Background: an optimization exercise with open tools, aiming at a short achievable clock period and few clock cycles. Do not read the settings as production practice.
In this exercise RTL edits were held to simulation tests only and were not proved equivalent to the original.
No activity file was given, so power comes from the tool's default toggle rates.

==> inputs of run D <==
==> flow/design.v (excerpt) <==
module cpu_top #(
	parameter cpu_pkg::word_t reset_pc = '0
) (
	input  logic               clk,
	input  logic               rst,
	output logic               inst_req_valid,
	input  logic               inst_req_ready,
	output cpu_pkg::word_t     pc,
	input  cpu_pkg::word_t     instruction,
	input  logic               inst_valid,
	output logic               inst_ready,
	output cpu_pkg::word_t     address,
	output logic               mem_write,
	output cpu_pkg::word_t     write_data,
	output logic [3:0]         write_strb,
	output logic               mem_read,
	input  logic               mem_req_ready,
	input  cpu_pkg::word_t     read_data,
	input  logic               read_data_valid,
	output logic               read_data_ready,
	output logic               retire_wen,
	output cpu_pkg::reg_addr_t retire_waddr,
	output cpu_pkg::word_t     retire_wdata,
	output cpu_pkg::word_t     retire_pc
);
export LEC_CHECK = 0
export ABC_CLOCK_PERIOD_IN_PS = 1000
export CAP_MARGIN = 20
export CORE_MARGIN = 2
export CORE_UTILIZATION = 40
export SETUP_SLACK_MARGIN = 4
export SLEW_MARGIN = 20
export TNS_END_PERCENT = 5
create_clock -name core_clock -period 7.5 [get_ports {clk}]
run.sh (not shown) runs the stock make flow with config.mk's settings and CLKGATE_MAP_FILE= SYNTH_SCRIPT=/design/flow/synth_recipe.tcl, a recipe that flattens the netlist after the stock synthesis.
==> run H: changes against run D <==
--- a/flow/design.v
+++ b/flow/design.v
@@ -122,29 +122,35 @@
 		else
 			result = logic_res;
 	end
 endmodule
 `timescale 1ns/1ps
 module reg_file (
 	input  logic        clk,
-	input  logic [4:0]  raddr1,
-	input  logic [4:0]  raddr2,
+	input  logic [31:0] rsel1,
+	input  logic [31:0] rsel2,
 	input  logic [4:0]  waddr,
 	input  logic        wen,
 	input  logic [31:0] wdata,
 	output logic [31:0] rdata1,
 	output logic [31:0] rdata2
 );
 	logic [31:0] regs [1:31];    
 	always_ff @(posedge clk) begin
 		if (wen && waddr != '0)
 			regs[waddr] <= wdata;
 	end
-	assign rdata1 = (raddr1 == '0) ? '0 : regs[raddr1];
-	assign rdata2 = (raddr2 == '0) ? '0 : regs[raddr2];
+	always_comb begin
+		rdata1 = '0;
+		rdata2 = '0;
+		for (int i = 1; i < 32; i++) begin
+			rdata1 = rdata1 | (regs[i] & {32{rsel1[i]}});
+			rdata2 = rdata2 | (regs[i] & {32{rsel2[i]}});
+		end
+	end
 endmodule
 `timescale 1ns/1ps
 module mem_align (
 	input  logic [1:0]  st_off,
 	input  logic [1:0]  st_size,      
 	input  logic [31:0] st_src,
 	output logic [31:0] st_data,
@@ -187,14 +193,16 @@
 module exec_datapath (
 	input  logic        clk,
 	input  logic        rst,
 	input  logic        d_valid,
 	input  logic [31:0] d_ins,
 	input  logic [31:0] d_pc,
 	input  logic [31:0] d_pc4,
+	input  logic [31:0] d_rs_oh,
+	input  logic [31:0] d_rt_oh,
 	input  logic        d_pt,
 	output logic        d_adv,
 	output logic        e_flush,
 	output logic [31:0] e_target,
 	output logic [31:0] address,
 	output logic        mem_write,
 	output logic [31:0] write_data,
@@ -218,15 +226,14 @@
 	logic [31:0] rf_rs, rf_rt, rs_val, rt_val;
 	logic        haz, d_go, stall;
 	logic [31:0] w_ld, w_value;
 	logic        e_valid, e_fired, e_wr, e_load, e_store, e_br, e_bne, e_pt, e_luns;
 	logic [4:0]  e_dst;
 	logic [1:0]  e_size;
 	logic [31:0] e_a, e_b, e_rt, e_pc, e_rdtgt;
-	logic        e_fa_m, e_fa_w, e_fb_m, e_fb_w, e_fs_m, e_fs_w;
 	logic        e_sub, e_arith, e_slt, e_sltu, e_and, e_or, e_xor, e_nor, e_passb;
 	logic        e_rep, m_rep, w_rep;
 	logic        rb_v, rb_store;
 	logic [1:0]  rb_k;
 	logic [31:0] o_addr;
 	logic        m_valid, m_wr, m_load;
 	logic [4:0]  m_dst;
@@ -284,29 +291,37 @@
 				6'h0e: c_xor = 1'b1;
 				6'h0f: c_passb = 1'b1;
 				default: c_arith = 1'b1;
 			endcase
 		end
 	end
 	reg_file u_rf (
-		.clk(clk), .raddr1(rs), .raddr2(rt),
+		.clk(clk), .rsel1(d_rs_oh), .rsel2(d_rt_oh),
 		.waddr(w_dst), .wen(w_valid && w_wr && !stall), .wdata(w_value),
 		.rdata1(rf_rs), .rdata2(rf_rt)
 	);
 	logic [31:0] d_btgt;
 	assign d_btgt = d_pc4 + {{14{d_ins[15]}}, d_ins[15:0], 2'b00};
 	logic w_byp;
 	assign w_byp  = w_valid && w_wr && !w_load;
 	assign rs_val = (w_byp && w_dst == rs && rs != '0) ? w_res : rf_rs;
 	assign rt_val = (w_byp && w_dst == rt && rt != '0) ? w_res : rf_rt;
-	logic fa_m, fa_w, fs_m, fs_w;
-	assign fa_m = e_valid && e_wr && !e_load && e_dst == rs && rs != '0;
-	assign fa_w = !fa_m && m_valid && m_wr && !m_load && m_dst == rs && rs != '0;
-	assign fs_m = e_valid && e_wr && !e_load && e_dst == rt && rt != '0;
-	assign fs_w = !fs_m && m_valid && m_wr && !m_load && m_dst == rt && rt != '0;
+	logic fa_e, fa_m, fs_e, fs_m;
+	logic [31:0] rs_fwd, rt_fwd, a_next, rt_next, b_next;
+	assign fa_e = e_valid && e_wr && !e_load && e_dst == rs && rs != '0;
+	assign fa_m = m_valid && m_wr && !m_load && m_dst == rs && rs != '0;
+	assign fs_e = e_valid && e_wr && !e_load && e_dst == rt && rt != '0;
+	assign fs_m = m_valid && m_wr && !m_load && m_dst == rt && rt != '0;
+	assign rs_fwd  = fa_m ? m_res : rs_val;
+	assign rt_fwd  = fs_m ? m_res : rt_val;
+	logic [31:0] b_early;
+	assign b_early = b_imm ? imm_val : rt_fwd;
+	assign a_next  = fa_e ? e_res : rs_fwd;
+	assign rt_next = fs_e ? e_res : rt_fwd;
+	assign b_next  = (fs_e && !b_imm) ? e_res : b_early;
 	logic haz_rs, haz_rt;
 	assign haz_rs = use_rs && rs != '0 &&
 		((e_valid && e_load && e_dst == rs) || (m_valid && m_load && m_dst == rs) ||
 		 (w_valid && w_load && w_dst == rs));
 	assign haz_rt = use_rt && rt != '0 &&
 		((e_valid && e_load && e_dst == rt) || (m_valid && m_load && m_dst == rt) ||
 		 (w_valid && w_load && w_dst == rt));
@@ -328,17 +343,17 @@
 	                 e_valid && e_wr && !e_load && !e_rep;
 	assign rep_any = rep_w || rep_m || rep_e;
 	assign d_adv = d_valid && !haz && !hold_e;
 	assign d_go  = d_adv && !e_flush;
 	logic [31:0] ea, eb, es, e_res, e_sum, st_data;
 	logic [3:0]  st_strb;
 	logic        e_eq, e_taken;
-	assign ea = e_fa_m ? m_res : (e_fa_w ? w_res : e_a);
-	assign eb = e_fb_m ? m_res : (e_fb_w ? w_res : e_b);
-	assign es = e_fs_m ? m_res : (e_fs_w ? w_res : e_rt);
+	assign ea = e_a;
+	assign eb = e_b;
+	assign es = e_rt;
 	alu u_alu (
 		.a(ea), .b(eb), .op_sub(e_sub), .op_arith(e_arith), .op_slt(e_slt), .op_sltu(e_sltu),
 		.op_and(e_and), .op_or(e_or), .op_xor(e_xor), .op_nor(e_nor), .op_passb(e_passb),
 		.result(e_res), .sum(e_sum)
 	);
 	assign e_eq     = (ea == eb);
 	assign e_taken  = e_eq ^ e_bne;
@@ -406,45 +421,29 @@
 			o_wdata <= st_data;
 			o_strb  <= st_strb;
 		end
 		if (stall) begin
 			if (!w_got)
 				w_raw <= read_data;
 		end
-		if (hold_e) begin
-			e_a    <= ea;
-			e_b    <= eb;
-			e_rt   <= es;
-			e_fa_m <= 1'b0;
-			e_fa_w <= 1'b0;
-			e_fb_m <= 1'b0;
-			e_fb_w <= 1'b0;
-			e_fs_m <= 1'b0;
-			e_fs_w <= 1'b0;
-		end else begin
+		if (!hold_e) begin
 			e_wr    <= wr;
 			e_load  <= is_load;
 			e_store <= is_store;
 			e_br    <= is_br;
 			e_bne   <= op[0];
 			e_pt    <= d_pt;
 			e_luns  <= op[2];
 			e_size  <= (op[1:0] == 2'b11) ? 2'd2 : {1'b0, op[0]};
 			e_dst   <= dst;
-			e_a     <= rs_val;
-			e_b     <= b_imm ? imm_val : rt_val;
-			e_rt    <= rt_val;
+			e_a     <= a_next;
+			e_b     <= b_next;
+			e_rt    <= rt_next;
 			e_pc    <= d_pc;
 			e_rdtgt <= d_pt ? d_pc4 : d_btgt;
-			e_fa_m  <= fa_m;
-			e_fa_w  <= fa_w;
-			e_fb_m  <= fs_m && !b_imm;
-			e_fb_w  <= fs_w && !b_imm;
-			e_fs_m  <= fs_m;
-			e_fs_w  <= fs_w;
 			e_sub   <= c_sub;
 			e_arith <= c_arith;
 			e_slt   <= c_slt;
 			e_sltu  <= c_sltu;
 			e_and   <= c_and;
 			e_or    <= c_or;
 			e_xor   <= c_xor;
@@ -508,25 +507,28 @@
 	input  logic [31:0] instruction,
 	input  logic        inst_valid,
 	output logic        inst_ready,
 	output logic        d_valid,
 	output logic [31:0] d_ins,
 	output logic [31:0] d_pc,
 	output logic [31:0] d_pc4,
+	output logic [31:0] d_rs_oh,    
+	output logic [31:0] d_rt_oh,
 	output logic        d_pt,
 	input  logic        d_adv,      
 	input  logic        e_flush,
 	input  logic [31:0] e_target
 );
 	localparam int N   = cpu_pkg::IQ_N;
 	localparam int AW  = cpu_pkg::IQ_AW;
 	localparam int C   = cpu_pkg::IC_N;
 	localparam int CW  = cpu_pkg::IC_AW;
 	localparam int TW  = 30 - CW;
 	logic [31:0] fpc;
+	logic [31:0] pc_q;      
 	logic        ireq_v;
 	logic [AW:0] alloc, head;
 	logic [3:0]  dcnt;
 	logic [31:0] q_ins  [N];
 	logic [31:0] q_pc   [N];
 	logic [31:0] q_pc4  [N];
 	logic        q_pt   [N];
@@ -540,34 +542,37 @@
 	logic [31:0] c_tgt [C];
 	logic        c_pt  [C];
 	logic        cw_en, cw_pt, cw_j;
 	logic [AW:0] cw_slot;
 	logic [31:0] cw_ins, cw_pc, cw_pc4, cw_tgt;
 	logic        cw_rd;
 	logic        d_pop;
-	logic [AW-1:0] nh;
 	logic [31:0] d_ins_q;
 	logic        acc, drop, live, bq_pop, hit_raw, use_hit, bus_alloc, space;
 	logic [AW:0] fslot, n_bq;
 	logic [AW-1:0] fi, hi, ai;
 	logic [CW-1:0] ci;
 	logic [5:0]  f_op;
 	logic        f_pt;
 	logic [31:0] fpc4;
 	assign inst_req_valid = ireq_v;
-	assign pc             = fpc;
+	assign pc             = pc_q;
 	assign inst_ready     = 1'b1;
 	assign fpc4 = fpc + 32'd4;
 	assign d_pop = d_adv & ~e_flush;
 	assign hi    = head[AW-1:0];
 	assign ai    = alloc[AW-1:0];
 	assign space = ((alloc - head) != (AW+1)'(N));
 	assign n_bq  = bq_tail - bq_head;
 	assign ci        = fpc[CW+1:2];
-	assign hit_raw   = c_v[ci] && (c_tag[ci] == fpc[31:CW+2]);
+	logic [C-1:0] c_match;
+	always_comb
+		for (int i = 0; i < C; i++)
+			c_match[i] = c_v[i] && (c_tag[i] == fpc[31:CW+2]);
+	assign hit_raw   = c_match[ci];
 	assign use_hit   = hit_raw && space;
 	assign acc       = ireq_v & inst_req_ready;
 	assign bus_alloc = acc & ~hit_raw;
 	assign drop      = inst_valid & ((dcnt != '0) | bq_drop[bq_head[AW-1:0]]);
 	assign live      = inst_valid & (dcnt == '0) & ~bq_drop[bq_head[AW-1:0]];
 	assign bq_pop    = inst_valid & (dcnt == '0);
 	assign fslot     = bq[bq_head[AW-1:0]];
@@ -576,61 +581,67 @@
 	assign f_pt = (f_op == cpu_pkg::op_j) ||
 	              ((f_op[5:1] == 5'b00010) && (f_op[0] ^ (instruction[25:21] == instruction[20:16])));
 	assign cw_tgt = cw_j ? {cw_pc4[31:28], cw_ins[25:0], 2'b00} :
 	                cw_pc4 + {{14{cw_ins[15]}}, cw_ins[15:0], 2'b00};
 	assign cw_rd  = cw_en & cw_pt;
 	always_ff @(posedge clk) begin
 		if (rst) begin
-			fpc     <= reset_pc;
-			ireq_v  <= 1'b1;
+			ireq_v  <= 1'b0;
 			alloc   <= '0;
 			head    <= '0;
 			bq_head <= '0;
 			bq_tail <= '0;
 			dcnt    <= '0;
 			cw_en   <= 1'b0;
 		end else if (e_flush) begin
-			fpc     <= e_target;
 			ireq_v  <= 1'b1;
 			alloc   <= '0;
 			head    <= '0;
 			bq_head <= '0;
 			bq_tail <= '0;
 			dcnt    <= dcnt + 4'(n_bq) + 4'(acc) - 4'(inst_valid);
 			cw_en   <= 1'b0;
 		end else begin
 			ireq_v <= ((alloc - head) <= (AW+1)'(N - 2)) && ((dcnt + 4'(n_bq)) <= 4'd6);
 			head   <= head + (AW+1)'(d_pop);
 			if (cw_rd) begin
-				fpc     <= cw_tgt;
 				alloc   <= cw_slot + 1'b1;
 				bq_head <= '0;
 				bq_tail <= '0;
 				dcnt    <= dcnt + 4'(n_bq) + 4'(acc) - 4'(inst_valid);
 				cw_en   <= 1'b0;
 			end else begin
 				cw_en   <= live;
 				bq_head <= bq_head + (AW+1)'(bq_pop);
 				dcnt    <= dcnt - 4'(inst_valid & (dcnt != '0));
 				if (acc) begin
 					bq[bq_tail[AW-1:0]]      <= alloc;
 					bq_drop[bq_tail[AW-1:0]] <= hit_raw;
 					bq_tail <= bq_tail + 1'b1;
 				end
-				if (use_hit) begin
-					fpc   <= c_pt[ci] ? c_tgt[ci] : fpc4;
-					alloc <= alloc + 1'b1;
-				end else if (bus_alloc) begin
-					fpc   <= fpc4;
+				if (use_hit || bus_alloc)
 					alloc <= alloc + 1'b1;
-				end
 			end
 		end
 	end
+	logic [31:0] fpc_hit, fpc_miss;
+	assign fpc_hit  = c_pt[ci] ? c_tgt[ci] : fpc4;
+	assign fpc_miss = e_flush ? e_target : (cw_rd ? cw_tgt : (bus_alloc ? fpc4 : fpc));
+	logic [31:0] fpc_next;
+	assign fpc_next = (use_hit && !e_flush && !cw_rd) ? fpc_hit : fpc_miss;
+	always_ff @(posedge clk) begin
+		if (rst)
+			fpc <= reset_pc;
+		else
+			fpc <= fpc_next;
+		pc_q <= fpc_next;
+	end
+	logic [C-1:0] cw_line;
 	always_ff @(posedge clk) begin
+		cw_line <= C'(1) << q_pc[fi][CW+1:2];
 		cw_slot <= fslot;
 		cw_ins  <= instruction;
 		cw_pt   <= f_pt;
 		cw_j    <= (f_op == cpu_pkg::op_j);
 		cw_pc   <= q_pc[fi];
 		cw_pc4  <= q_pc4[fi];
 	end
@@ -648,38 +659,48 @@
 			q_full[ai] <= use_hit;
 		end
 	end
 	always_ff @(posedge clk) begin
 		if (rst) begin
 			c_v <= '0;
 		end else if (cw_en) begin
-			c_v[cw_pc[CW+1:2]] <= 1'b1;
+			c_v <= c_v | cw_line;
 		end
 	end
 	always_ff @(posedge clk) begin
-		if (cw_en) begin
-			c_tag[cw_pc[CW+1:2]] <= cw_pc[31:CW+2];
-			c_ins[cw_pc[CW+1:2]] <= cw_ins;
-			c_pt[cw_pc[CW+1:2]]  <= cw_pt;
-			c_tgt[cw_pc[CW+1:2]] <= cw_tgt;
+		for (int i = 0; i < C; i++) begin
+			if (cw_en && cw_line[i]) begin
+				c_tag[i] <= cw_pc[31:CW+2];
+				c_ins[i] <= cw_ins;
+				c_pt[i]  <= cw_pt;
+				c_tgt[i] <= cw_tgt;
+			end
 		end
 	end
-	assign nh = hi + AW'(d_adv);
+	logic [AW-1:0] hi1;
+	logic [31:0] d_ins_stay, d_ins_next;
+	assign hi1 = hi + 1'b1;
+	assign d_ins_stay = (live && fi == hi) ? instruction : ((space && ai == hi) ? c_ins[ci] : q_ins[hi]);
+	assign d_ins_next = (live && fi == hi1) ? instruction : ((space && ai == hi1) ? c_ins[ci] : q_ins[hi1]);
+	logic [31:0] d_pc4_q, d_pc4_stay, d_pc4_next;
+	logic [31:0] d_rs_q, d_rt_q;
+	assign d_pc4_stay = (space && ai == hi) ? fpc4 : q_pc4[hi];
+	assign d_pc4_next = (space && ai == hi1) ? fpc4 : q_pc4[hi1];
 	always_ff @(posedge clk) begin
-		if (live && fi == nh)
-			d_ins_q <= instruction;
-		else if (space && ai == nh)
-			d_ins_q <= c_ins[ci];
-		else
-			d_ins_q <= q_ins[nh];
+		d_ins_q <= d_adv ? d_ins_next : d_ins_stay;
+		d_pc4_q <= d_adv ? d_pc4_next : d_pc4_stay;
+		d_rs_q  <= d_adv ? (32'd1 << d_ins_next[25:21]) : (32'd1 << d_ins_stay[25:21]);
+		d_rt_q  <= d_adv ? (32'd1 << d_ins_next[20:16]) : (32'd1 << d_ins_stay[20:16]);
 	end
 	assign d_valid = (head != alloc) && q_full[hi];
 	assign d_ins   = d_ins_q;
 	assign d_pc    = q_pc[hi];
-	assign d_pc4   = q_pc4[hi];
+	assign d_pc4   = d_pc4_q;
+	assign d_rs_oh = d_rs_q;
+	assign d_rt_oh = d_rt_q;
 	assign d_pt    = q_pt[hi];
 endmodule
 `timescale 1ns/1ps
 module cpu_top #(
 	parameter cpu_pkg::word_t reset_pc = '0
 ) (
 	input  logic               clk,
@@ -701,25 +722,25 @@
 	output logic               read_data_ready,
 	output logic               retire_wen,
 	output cpu_pkg::reg_addr_t retire_waddr,
 	output cpu_pkg::word_t     retire_wdata,
 	output cpu_pkg::word_t     retire_pc
 );
 	logic        d_valid, d_pt, d_adv, e_flush;
-	logic [31:0] d_ins, d_pc, d_pc4, e_target;
+	logic [31:0] d_ins, d_pc, d_pc4, e_target, d_rs_oh, d_rt_oh;
 	cpu_control #(.reset_pc(reset_pc)) u_fetch (
 		.clk(clk), .rst(rst),
 		.inst_req_valid(inst_req_valid), .inst_req_ready(inst_req_ready), .pc(pc),
 		.instruction(instruction), .inst_valid(inst_valid), .inst_ready(inst_ready),
-		.d_valid(d_valid), .d_ins(d_ins), .d_pc(d_pc), .d_pc4(d_pc4),
+		.d_valid(d_valid), .d_ins(d_ins), .d_pc(d_pc), .d_pc4(d_pc4), .d_rs_oh(d_rs_oh), .d_rt_oh(d_rt_oh),
 		.d_pt(d_pt), .d_adv(d_adv), .e_flush(e_flush), .e_target(e_target)
 	);
 	exec_datapath u_pipe (
 		.clk(clk), .rst(rst),
-		.d_valid(d_valid), .d_ins(d_ins), .d_pc(d_pc), .d_pc4(d_pc4),
+		.d_valid(d_valid), .d_ins(d_ins), .d_pc(d_pc), .d_pc4(d_pc4), .d_rs_oh(d_rs_oh), .d_rt_oh(d_rt_oh),
 		.d_pt(d_pt), .d_adv(d_adv), .e_flush(e_flush), .e_target(e_target),
 		.address(address), .mem_write(mem_write), .write_data(write_data),
 		.write_strb(write_strb), .mem_read(mem_read), .mem_req_ready(mem_req_ready),
 		.read_data(read_data), .read_data_valid(read_data_valid),
 		.read_data_ready(read_data_ready), .retire_wen(retire_wen),
 		.retire_waddr(retire_waddr), .retire_wdata(retire_wdata), .retire_pc(retire_pc)
 	);
==> flow/flow/run.sh (new file) <==
#!/bin/bash
# The standard layout (the standard.sh: ORFS synthesis through final),
# with one change: buffer_ports makes the input and output port buffers of
# sky130_fd_sc_hd__buf_4 cells instead of the delay cells it picks by default.
# Every port still gets its own buffer. make's full output goes to
# standard.log in the folder this runs in.
set -euo pipefail
export BUFFER_PORTS_ARGS="-buffer_cell sky130_fd_sc_hd__buf_4"
bash standard.sh > standard.log 2>&1
==> flow/standard.sh (new file) <==
#!/bin/bash
# synth_recipe.tcl (not shown) runs the flow's synth.tcl, then flattens the netlist and writes it again
# the make line also repeats each setting of config.mk as NAME=value (left out here)
make -C /OpenROAD-flow-scripts/flow DESIGN_CONFIG=/design/flow/config.mk WORK_HOME=/design/flow/orfs CLKGATE_MAP_FILE= SYNTH_SCRIPT=/design/flow/synth_recipe.tcl "${@:-finish}"
==> flow/config.mk (replaced) <==
export PLATFORM = sky130hd
export DESIGN_NAME = cpu_top
export DESIGN_NICKNAME = cpu_top
export VERILOG_FILES = /design/flow/design.v
export SDC_FILE = /design/flow/constraint.sdc
export NUM_CORES = 4
export LEC_CHECK = 0
export CAP_MARGIN = 20
export CORE_MARGIN = 2
export CORE_UTILIZATION = 40
export SETUP_SLACK_MARGIN = 4
export SLEW_MARGIN = 20
export TNS_END_PERCENT = 10
removed: flow/run.sh
==> flow_summary.yaml <==
clock_tree:
  post_cts_resized: 966
  cts_setup_buffers: 522
route:
  dr_wl_met3_um: 152000
power:
  p_total_mw: 125
  powerSeq_mw: 45.7
  vdd_drop_max_v: 0.000403
  pwr-share-clk_pct: 23.0
die:
  die_width_um: 768
worst_hold_path:
  worstHoldStart: "u_fetch.d_pc4_q[0]"
layout:
  final_util_pct: 48.1
status:
  status: "complete, no violations"
critical_path:
  crit_arrival_ns: 4.96
  timing.rr.start: "u_fetch.d_rs_q[16]"
synthesis:
  muxShareOfSynthArea_pct: 4.18
timing:
  fmaxAchievable_mhz: 239
-- figures above: run H

==> flow_summary.yaml <==
status:
  status: "complete, no violations"
power:
  pwr-share-clk_pct: 24.8
worst_hold_path:
  worstHoldStart: "u_pipe.m_off[1]"
die:
  die_width_um: 766
route:
  dr_wl_met3_um: 85600
clock_tree:
  post_cts_resized: 592
synthesis:
  muxShareOfSynthArea_pct: 17.8
critical_path:
  crit_arrival_ns: 5.44
layout:
  final_util_pct: 47.4
-- figures above: run D

Testbench counts of run D, summed over its fixed seeds: cycles 5,854.
Testbench counts of run H, summed over its fixed seeds: cycles 5,862.

afterwards: timing with drivers on the ports:
The flow's constraints put no driver on any port. The routed layouts listed below were extracted and timed again, unchanged, in two steps. Step 1, drivers: a clkbuf_16 drives clk and a buf_2 each remaining input, both assumed. Step 2 also shifts input and output timing later by t, the mid clock arrival at the registers, as if the neighbouring blocks saw the same clock. a / b / c = ideal ports / drivers / drivers and shift; a / b = the first two.
| run | t (ns) | slack for setup (ns) | worst setup path after step 2 | latest minus earliest clock arrival (ns) | pins driven straight from the clock port |
|---|---|---|---|---|---|
| run D | 1.212 | 3.114 / 3.114 / 2.239 | input to register | 0.075 / 0.075 | 1 |
| run H | 1.228 | 3.322 / 3.322 / 2.661 | input to register | 0.143 / 0.143 | 1 |
After both steps every run listed still meets setup and hold. The setup slack of run D, which loses most, moves by 0.000 ns with the drivers and by -0.875 ns with both steps.
